Context: an optimization exercise on an open-source flow, tuned for small area, a short achievable clock period and few clock cycles. The choices shown serve that exercise and are no tape-out recipe. Function was checked by simulation only, so behaviour that the tests miss may differ from the original. Power figures rest on the tool's default switching activity, not on a simulated workload.

Setup of before:
==> module mesiPolicy, before the edit <==
module mesiPolicy (
  input  logic                                 clk,
  input  logic [l2CachePkg::NumWays-1:0]       lkMatch,    
  input  logic [l2CachePkg::NumWays-1:0][1:0]  lkState,
  input  logic [1:0]                           lkVictim,
  input  logic [2:0]                           op,
  input  logic [1:0]                           snoopIn,
  output logic [8:0]                           resp,       
  output logic [l2CachePkg::NumWays-1:0]       useLine     
);
  localparam logic [1:0] StM = l2CachePkg::StM, StE = l2CachePkg::StE;
  localparam logic [1:0] StS = l2CachePkg::StS, StI = l2CachePkg::StI;
  function automatic logic [5:0] onHit(input logic [2:0] code, input logic [1:0] st);
    logic m;
    m = (st == StM);
    case (code)
      3'd1:    onHit = {StM, m ? l2CachePkg::BusNone : l2CachePkg::BusInval, l2CachePkg::SnMiss};
      3'd4:    onHit = {StS, l2CachePkg::BusNone, m ? l2CachePkg::SnHitM : l2CachePkg::SnHit};
      3'd3:    onHit = {StI, l2CachePkg::BusNone, m ? l2CachePkg::SnHitM : l2CachePkg::SnMiss};
      3'd6:    onHit = {StI, l2CachePkg::BusNone, m ? l2CachePkg::SnHitM : l2CachePkg::SnHit};
      default: onHit = {st,  l2CachePkg::BusNone, l2CachePkg::SnMiss};    
    endcase
  endfunction
  logic [l2CachePkg::NumWays-1:0][5:0] lkHitResp;
  logic [5:0]                          lkMissResp;
  always_comb begin
    for (int w = 0; w < l2CachePkg::NumWays; w++) lkHitResp[w] = onHit(op, lkState[w]);
    case (op)
      3'd0, 3'd2: lkMissResp = {(snoopIn == l2CachePkg::SnMiss) ? StE : StS, l2CachePkg::BusRead, l2CachePkg::SnMiss};
      3'd1:       lkMissResp = {StM, l2CachePkg::BusRfo, l2CachePkg::SnMiss};
      default:    lkMissResp = {StI, l2CachePkg::BusNone, l2CachePkg::SnMiss};    
    endcase
  end
  logic [l2CachePkg::NumWays-1:0]      match;
  logic [l2CachePkg::NumWays-1:0][5:0] hitResp;
  logic [5:0]                          missResp;
  logic [1:0]                          victimWay;
  logic                                hit;
  always_ff @(posedge clk) begin
    match     <= lkMatch;
    hit       <= |lkMatch;
    hitResp   <= lkHitResp;
    missResp  <= lkMissResp;
    victimWay <= lkVictim;
  end
  logic [5:0] pick;
  always_comb begin
    pick = {6{!hit}} & missResp;
    for (int w = 0; w < l2CachePkg::NumWays; w++) pick = pick | ({6{match[w]}} & hitResp[w]);
  end
  always_comb begin
    for (int w = 0; w < l2CachePkg::NumWays; w++) useLine[w] = match[w] || (!hit && victimWay == w);
  end
  assign resp = {hit,
                 {match[2] | match[3], match[1] | match[3]} | ({2{!hit}} & victimWay),
                 pick};
endmodule
clock: 6.0 ns
lec_check: 0
cap_margin: 20
core_margin: 2
core_utilization: 70
cts_buf_list: sky130_fd_sc_hd__clkbuf_8
cts_cluster_diameter: 100
cts_cluster_size: 14
setup_slack_margin: 3.0
slew_margin: 20
tns_end_percent: 5
run.sh (not shown) runs the stock make flow with config.mk's settings and CLKGATE_MAP_FILE= SYNTH_SCRIPT=/design/flow/synth_recipe.tcl, a recipe that flattens the netlist after the stock synthesis.
before finished every step from synthesis to the final layout, and the layout passed the timing, DRC and antenna checks.
Testbench counts of before, summed over its fixed seeds: cycles 24,000.
Relative to before, the following input files were edited for after:
diff --git a/flow/design.v b/flow/design.v
--- a/flow/design.v
+++ b/flow/design.v
@@ -134,20 +134,20 @@
   end
   logic [l2CachePkg::NumWays-1:0]      match;
   logic [l2CachePkg::NumWays-1:0][5:0] hitResp;
   logic [5:0]                          missResp;
   logic [1:0]                          victimWay;
-  logic                                hit;
   always_ff @(posedge clk) begin
     match     <= lkMatch;
-    hit       <= |lkMatch;
     hitResp   <= lkHitResp;
     missResp  <= lkMissResp;
     victimWay <= lkVictim;
   end
+  logic       hit;
   logic [5:0] pick;
   always_comb begin
+    hit  = |match;
     pick = {6{!hit}} & missResp;
     for (int w = 0; w < l2CachePkg::NumWays; w++) pick = pick | ({6{match[w]}} & hitResp[w]);
   end
   always_comb begin
     for (int w = 0; w < l2CachePkg::NumWays; w++) useLine[w] = match[w] || (!hit && victimWay == w);
- For clock transition at the registers of the reported paths, before and after come out practically identical.
- Compared with before, after shows a higher count of nets after finishing.
- after against before: slew of the pin with the lowest slew margin increased 16 ps; number of cells on the critical path decreased 4.
- Side by side, number of non-clock inverters in the layout turned out higher in after than in before.
- The higher highest attainable clock frequency of before and after is in before.
- after against before: wire length of the first global-routing pass rose by 1.4%; part of the power in registers fell by 0.5 points.
- after: final clock period utilization by the worst path 2.4 points above before
- On fraction of the mapped netlist area in adder cells, after tracks before almost exactly.
- Register-to-register slack in after is 150 ps below before.
- after vs before — number of antenna violations at the first check in global routing rose 1.
- Min wire length reported by the detailed router across before and after: before
- Number of global-route vias before repair (lower): before
Testbench counts of after, summed over its fixed seeds: cycles 24,000.

---

The RTL this note starts from:
==> flow/design.v <==
`default_nettype none
package l2CachePkg;
  localparam int AddrWidth   = 32;
  localparam int ByteSelBits = 6;    
  localparam int IndexBits   = 4;
  localparam int NumSets     = 2 ** IndexBits;
  localparam int NumWays     = 4;
  localparam int NumLines    = NumSets * NumWays;
  localparam int TagBits     = AddrWidth - IndexBits - ByteSelBits;
  localparam logic [1:0] StM = 2'd0, StE = 2'd1, StS = 2'd2, StI = 2'd3;
  localparam logic [1:0] BusNone = 2'd0, BusRead = 2'd1, BusRfo = 2'd2, BusInval = 2'd3;
  localparam logic [1:0] SnMiss = 2'd0, SnHit = 2'd1, SnHitM = 2'd2;
  localparam int OrderBits = 6;
endpackage
`default_nettype wire
`timescale 1ns/1ps
`default_nettype none
module tagStore (
  input  logic                                  clk,
  input  logic                                  clr,       
  input  logic [l2CachePkg::IndexBits-1:0]      rdIdx,
  input  logic [l2CachePkg::IndexBits-1:0]      wrIdx,
  input  logic                                  wrEn,
  input  logic [l2CachePkg::NumWays-1:0]        wrLine,    
  input  logic                                  wrOrderEn,
  input  logic [l2CachePkg::TagBits-1:0]        wrTag,
  input  logic [1:0]                            wrState,
  input  logic [l2CachePkg::OrderBits-1:0]      wrOrder,
  output logic [l2CachePkg::NumWays-1:0][l2CachePkg::TagBits-1:0] rdTag,
  output logic [l2CachePkg::NumWays-1:0][1:0]   rdState,
  output logic [l2CachePkg::OrderBits-1:0]      rdOrder
);
  localparam int NumSets = l2CachePkg::NumSets;
  localparam int NumWays = l2CachePkg::NumWays;
  logic [NumSets-1:0][NumWays-1:0][l2CachePkg::TagBits-1:0] tagQ;
  logic [NumSets-1:0][NumWays-1:0][1:0]                     stateQ;
  logic [NumSets-1:0][l2CachePkg::OrderBits-1:0]            orderQ;
  logic [1:0]                       stateD;
  logic [l2CachePkg::OrderBits-1:0] orderD;
  assign stateD = clr ? l2CachePkg::StI : wrState;
  assign orderD = clr ? '0 : wrOrder;
  for (genvar s = 0; s < NumSets; s++) begin : g_set
    logic                              setWr;
    logic [l2CachePkg::OrderBits-1:0]  order;
    assign setWr = wrEn && (wrIdx == s);
    for (genvar w = 0; w < NumWays; w++) begin : g_way
      logic [l2CachePkg::TagBits-1:0] tag;
      logic [1:0]                     state;
      always_ff @(posedge clk) begin
        if (setWr && wrLine[w]) tag <= wrTag;
      end
      always_ff @(posedge clk) begin
        if (clr || (setWr && wrLine[w])) state <= stateD;
      end
      assign tagQ[s][w]   = tag;
      assign stateQ[s][w] = state;
    end
    always_ff @(posedge clk) begin
      if (clr || (setWr && wrOrderEn)) order <= orderD;    
    end
    assign orderQ[s] = order;
  end
  assign rdTag   = tagQ[rdIdx];
  assign rdState = stateQ[rdIdx];
  assign rdOrder = orderQ[rdIdx];
endmodule
`default_nettype wire
`timescale 1ns/1ps
`default_nettype none
module wayLookup (
  input  logic [l2CachePkg::NumWays-1:0][l2CachePkg::TagBits-1:0] lineTag,
  input  logic [l2CachePkg::NumWays-1:0][1:0]   lineState,
  input  logic [l2CachePkg::OrderBits-1:0]      order,
  input  logic [l2CachePkg::TagBits-1:0]        reqTag,
  input  logic                                  noLookup,   
  output logic [l2CachePkg::NumWays-1:0]        match,      
  output logic [1:0]                            victimWay
);
  logic [l2CachePkg::NumWays-1:0] free;
  logic [l2CachePkg::NumWays-1:0] oldest;    
  always_comb begin
    for (int w = 0; w < l2CachePkg::NumWays; w++) begin
      free[w]  = (lineState[w] == l2CachePkg::StI);
      match[w] = !free[w] && (lineTag[w] == reqTag) && !noLookup;
    end
  end
  assign oldest[0] =  order[0] &&  order[1] &&  order[2];
  assign oldest[1] = !order[0] &&  order[3] &&  order[4];
  assign oldest[2] = !order[1] && !order[3] &&  order[5];
  assign oldest[3] = !order[2] && !order[4] && !order[5];
  always_comb begin
    if      (free[0]) victimWay = 2'd0;
    else if (free[1]) victimWay = 2'd1;
    else if (free[2]) victimWay = 2'd2;
    else if (free[3]) victimWay = 2'd3;
    else              victimWay = {oldest[2] | oldest[3], oldest[1] | oldest[3]};
  end
endmodule
`default_nettype wire
`timescale 1ns/1ps
`default_nettype none
module mesiPolicy (
  input  logic                                 clk,
  input  logic [l2CachePkg::NumWays-1:0]       lkMatch,    
  input  logic [l2CachePkg::NumWays-1:0][1:0]  lkState,
  input  logic [1:0]                           lkVictim,
  input  logic [2:0]                           op,
  input  logic [1:0]                           snoopIn,
  output logic [8:0]                           resp,       
  output logic [l2CachePkg::NumWays-1:0]       useLine     
);
  localparam logic [1:0] StM = l2CachePkg::StM, StE = l2CachePkg::StE;
  localparam logic [1:0] StS = l2CachePkg::StS, StI = l2CachePkg::StI;
  function automatic logic [5:0] onHit(input logic [2:0] code, input logic [1:0] st);
    logic m;
    m = (st == StM);
    case (code)
      3'd1:    onHit = {StM, m ? l2CachePkg::BusNone : l2CachePkg::BusInval, l2CachePkg::SnMiss};
      3'd4:    onHit = {StS, l2CachePkg::BusNone, m ? l2CachePkg::SnHitM : l2CachePkg::SnHit};
      3'd3:    onHit = {StI, l2CachePkg::BusNone, m ? l2CachePkg::SnHitM : l2CachePkg::SnMiss};
      3'd6:    onHit = {StI, l2CachePkg::BusNone, m ? l2CachePkg::SnHitM : l2CachePkg::SnHit};
      default: onHit = {st,  l2CachePkg::BusNone, l2CachePkg::SnMiss};    
    endcase
  endfunction
  logic [l2CachePkg::NumWays-1:0][5:0] lkHitResp;
  logic [5:0]                          lkMissResp;
  always_comb begin
    for (int w = 0; w < l2CachePkg::NumWays; w++) lkHitResp[w] = onHit(op, lkState[w]);
    case (op)
      3'd0, 3'd2: lkMissResp = {(snoopIn == l2CachePkg::SnMiss) ? StE : StS, l2CachePkg::BusRead, l2CachePkg::SnMiss};
      3'd1:       lkMissResp = {StM, l2CachePkg::BusRfo, l2CachePkg::SnMiss};
      default:    lkMissResp = {StI, l2CachePkg::BusNone, l2CachePkg::SnMiss};    
    endcase
  end
  logic [l2CachePkg::NumWays-1:0]      match;
  logic [l2CachePkg::NumWays-1:0][5:0] hitResp;
  logic [5:0]                          missResp;
  logic [1:0]                          victimWay;
  logic                                hit;
  always_ff @(posedge clk) begin
    match     <= lkMatch;
    hit       <= |lkMatch;
    hitResp   <= lkHitResp;
    missResp  <= lkMissResp;
    victimWay <= lkVictim;
  end
  logic [5:0] pick;
  always_comb begin
    pick = {6{!hit}} & missResp;
    for (int w = 0; w < l2CachePkg::NumWays; w++) pick = pick | ({6{match[w]}} & hitResp[w]);
  end
  always_comb begin
    for (int w = 0; w < l2CachePkg::NumWays; w++) useLine[w] = match[w] || (!hit && victimWay == w);
  end
  assign resp = {hit,
                 {match[2] | match[3], match[1] | match[3]} | ({2{!hit}} & victimWay),
                 pick};
endmodule
`default_nettype wire
`timescale 1ns/1ps
`default_nettype none
module statCounters (
  input  logic         clk,
  input  logic         rst,
  input  logic         countEn,    
  input  logic         isWrite,
  input  logic         hit,
  input  logic [1:0]   countSel,
  output logic [31:0]  countData
);
  logic [31:0] hitCnt;
  logic [31:0] missCnt;
  logic [31:0] readCnt;
  logic [31:0] writeCnt;
  always_ff @(posedge clk) begin
    if (rst) begin
      hitCnt   <= '0;
      missCnt  <= '0;
      readCnt  <= '0;
      writeCnt <= '0;
    end else begin
      hitCnt   <= hitCnt   + {31'd0, countEn &&  hit};
      missCnt  <= missCnt  + {31'd0, countEn && !hit};
      writeCnt <= writeCnt + {31'd0, countEn &&  isWrite};
      readCnt  <= readCnt  + {31'd0, countEn && !isWrite};
    end
  end
  always_ff @(posedge clk) begin
    case (countSel)
      2'd0:    countData <= hitCnt;
      2'd1:    countData <= missCnt;
      2'd2:    countData <= readCnt;
      default: countData <= writeCnt;
    endcase
  end
endmodule
`default_nettype wire
`timescale 1ns/1ps
`default_nettype none
module apbCmdPort (
  input  logic         clk,
  input  logic         rst,
  input  logic         psel,
  input  logic         penable,
  input  logic         pwrite,
  input  logic [31:0]  pwdata,
  output logic         pready,
  output logic         pslverr,
  output logic         respValid,    
  output logic         opL1,         
  output logic         opL1Write,
  output logic         opSnoop,
  output logic         opClear
);
  logic       setup;
  logic [2:0] code;
  assign setup = psel && !penable;
  assign code  = pwdata[4:2];
  always_ff @(posedge clk) begin
    if (rst) begin
      pready    <= 1'b0;
      respValid <= 1'b0;
    end else begin
      pready    <= setup;              
      respValid <= setup && pwrite;
    end
  end
  always_ff @(posedge clk) begin
    pslverr   <= pwrite && (code == 3'd5);    
    opL1      <= (code == 3'd0) || (code == 3'd1) || (code == 3'd2);
    opL1Write <= (code == 3'd1);
    opSnoop   <= (code == 3'd3) || (code == 3'd4) || (code == 3'd6);
    opClear   <= (code == 3'd7);
  end
endmodule
`default_nettype wire
`timescale 1ns/1ps
`default_nettype none
module l2Cache (
  input  logic         clk,
  input  logic         rst,
  input  logic         psel,
  input  logic         penable,
  input  logic         pwrite,
  input  logic [31:0]  paddr,
  input  logic [31:0]  pwdata,
  output logic         pready,
  output logic [31:0]  prdata,
  output logic         pslverr,
  output logic [8:0]   resp,
  output logic         respValid
);
  localparam int NumWays = l2CachePkg::NumWays;
  localparam int TagBits = l2CachePkg::TagBits;
  localparam int OrderBits = l2CachePkg::OrderBits;
  logic [TagBits-1:0] reqTag;
  logic [3:0]         reqIndex;
  assign reqTag   = paddr[31:10];
  assign reqIndex = paddr[9:6];
  logic opL1, opL1Write, opSnoop, opClear;
  apbCmdPort i_apbCmdPort (
    .clk       (clk),
    .rst       (rst),
    .psel      (psel),
    .penable   (penable),
    .pwrite    (pwrite),
    .pwdata    (pwdata),
    .pready    (pready),
    .pslverr   (pslverr),
    .respValid (respValid),
    .opL1      (opL1),
    .opL1Write (opL1Write),
    .opSnoop   (opSnoop),
    .opClear   (opClear)
  );
  logic [NumWays-1:0][TagBits-1:0] rdTag;
  logic [NumWays-1:0][1:0]         rdState;
  logic [OrderBits-1:0]            rdOrder;
  logic [NumWays-1:0]              lkMatch;
  logic [1:0]                      lkVictim;
  wayLookup i_wayLookup (
    .lineTag   (rdTag),
    .lineState (rdState),
    .order     (rdOrder),
    .reqTag    (reqTag),
    .noLookup  (pwdata[4:2] == 3'd7),
    .match     (lkMatch),
    .victimWay (lkVictim)
  );
  mesiPolicy i_mesiPolicy (
    .clk      (clk),
    .lkMatch  (lkMatch),
    .lkState  (rdState),
    .lkVictim (lkVictim),
    .op       (pwdata[4:2]),
    .snoopIn  (pwdata[1:0]),
    .resp     (resp),
    .useLine  (useLine)
  );
  logic [OrderBits-1:0] order;
  logic [3:0]           wrIndex;
  always_ff @(posedge clk) begin
    order   <= rdOrder;
    wrIndex <= reqIndex;
  end
  logic               hit;
  logic [NumWays-1:0] useLine;
  logic [1:0]         newState;
  logic [NumWays-1:0] wrLine;
  logic [OrderBits-1:0] newOrder;
  assign hit      = resp[8];
  assign newState = resp[5:4];
  always_comb begin
    for (int w = 0; w < NumWays; w++) begin
      wrLine[w] = (opL1 || (opSnoop && hit)) && useLine[w];
    end
  end
  assign newOrder[0] = !useLine[0] && (useLine[1] || order[0]);    
  assign newOrder[1] = !useLine[0] && (useLine[2] || order[1]);    
  assign newOrder[2] = !useLine[0] && (useLine[3] || order[2]);    
  assign newOrder[3] = !useLine[1] && (useLine[2] || order[3]);    
  assign newOrder[4] = !useLine[1] && (useLine[3] || order[4]);    
  assign newOrder[5] = !useLine[2] && (useLine[3] || order[5]);    
  tagStore i_tagStore (
    .clk       (clk),
    .clr       (rst || (respValid && opClear)),
    .rdIdx     (reqIndex),
    .wrIdx     (wrIndex),
    .wrEn      (respValid),
    .wrLine    (wrLine),
    .wrOrderEn (opL1),
    .wrTag     (reqTag),
    .wrState   (newState),
    .wrOrder   (newOrder),
    .rdTag     (rdTag),
    .rdState   (rdState),
    .rdOrder   (rdOrder)
  );
  statCounters i_statCounters (
    .clk       (clk),
    .rst       (rst),
    .countEn   (respValid && opL1),
    .isWrite   (opL1Write),
    .hit       (hit),
    .countSel  (paddr[3:2]),
    .countData (prdata)
  );
endmodule
`default_nettype wire
clock: 6.0 ns
lec_check: 0
abc_clock_period_in_ps: 3000
cap_margin: 20
core_margin: 2
core_utilization: 55
cts_cluster_diameter: 100
cts_cluster_size: 20
setup_slack_margin: 3.0
slew_margin: 20
Testbench counts at the start, summed over its fixed seeds: cycles 24,000.
Edit:
--- a/flow/design.v
+++ b/flow/design.v
@@ -60,9 +60,20 @@
     end
     assign orderQ[s] = order;
   end
-  assign rdTag   = tagQ[rdIdx];
-  assign rdState = stateQ[rdIdx];
-  assign rdOrder = orderQ[rdIdx];
+  logic [NumSets-1:0] rdSel;
+  always_comb begin
+    for (int s = 0; s < NumSets; s++) rdSel[s] = (rdIdx == s);
+  end
+  always_comb begin
+    rdTag   = '0;
+    rdState = '0;
+    rdOrder = '0;
+    for (int s = 0; s < NumSets; s++) begin
+      rdTag   = rdTag   | ({$bits(rdTag){rdSel[s]}}   & tagQ[s]);
+      rdState = rdState | ({$bits(rdState){rdSel[s]}} & stateQ[s]);
+      rdOrder = rdOrder | ({$bits(rdOrder){rdSel[s]}} & orderQ[s]);
+    end
+  end
 endmodule
 `default_nettype wire
 `timescale 1ns/1ps
Setup slack is about the same.
Critical path depth is lower by 1.
Routed wire length goes up by 46%.
Core utilization increases by 2.0 points.
Cell area rises by 0.74%.
Area after synthesis came out lower by 1.8%.
Total power is higher by 2.8%.
Testbench counts after the change, summed over its fixed seeds: cycles 24,000.

## static timing again, ports no longer ideal
No port has a modelled driver above. Below, the same layouts with a new extraction and two added sets of constraints. Step 1 assumes that a clkbuf_16 drives the clock port and a buf_2 every other input. Step 2 adds t to the input delays and takes it off the output delays; t is the mean of the earliest and latest rising clock arrival at the registers after step 1. Input paths then give back, and output paths get back, about the clock's delay inside the block. Three values: ideal, step 1, step 2; two values: the first two.
run | t, ns | slack for setup (ns) | worst setup path after step 2 | cell pins on the clock port's net
before | 0.913 | 2.809 / 2.554 / 1.640 | input to register | 1
after | 0.931 | 2.664 / 2.594 / 1.665 | input to register | 1
the first run of note 2 | 0.800 | 2.487 / 2.300 / 1.500 | input to register | 1
the second run of note 2 | 0.826 | 2.487 / 2.262 / 1.436 | input to register | 1
After both steps setup and hold are still met in every run listed. For before, which loses most, drivers alone change the setup slack by -0.255 ns; drivers and shift together by -1.169 ns.
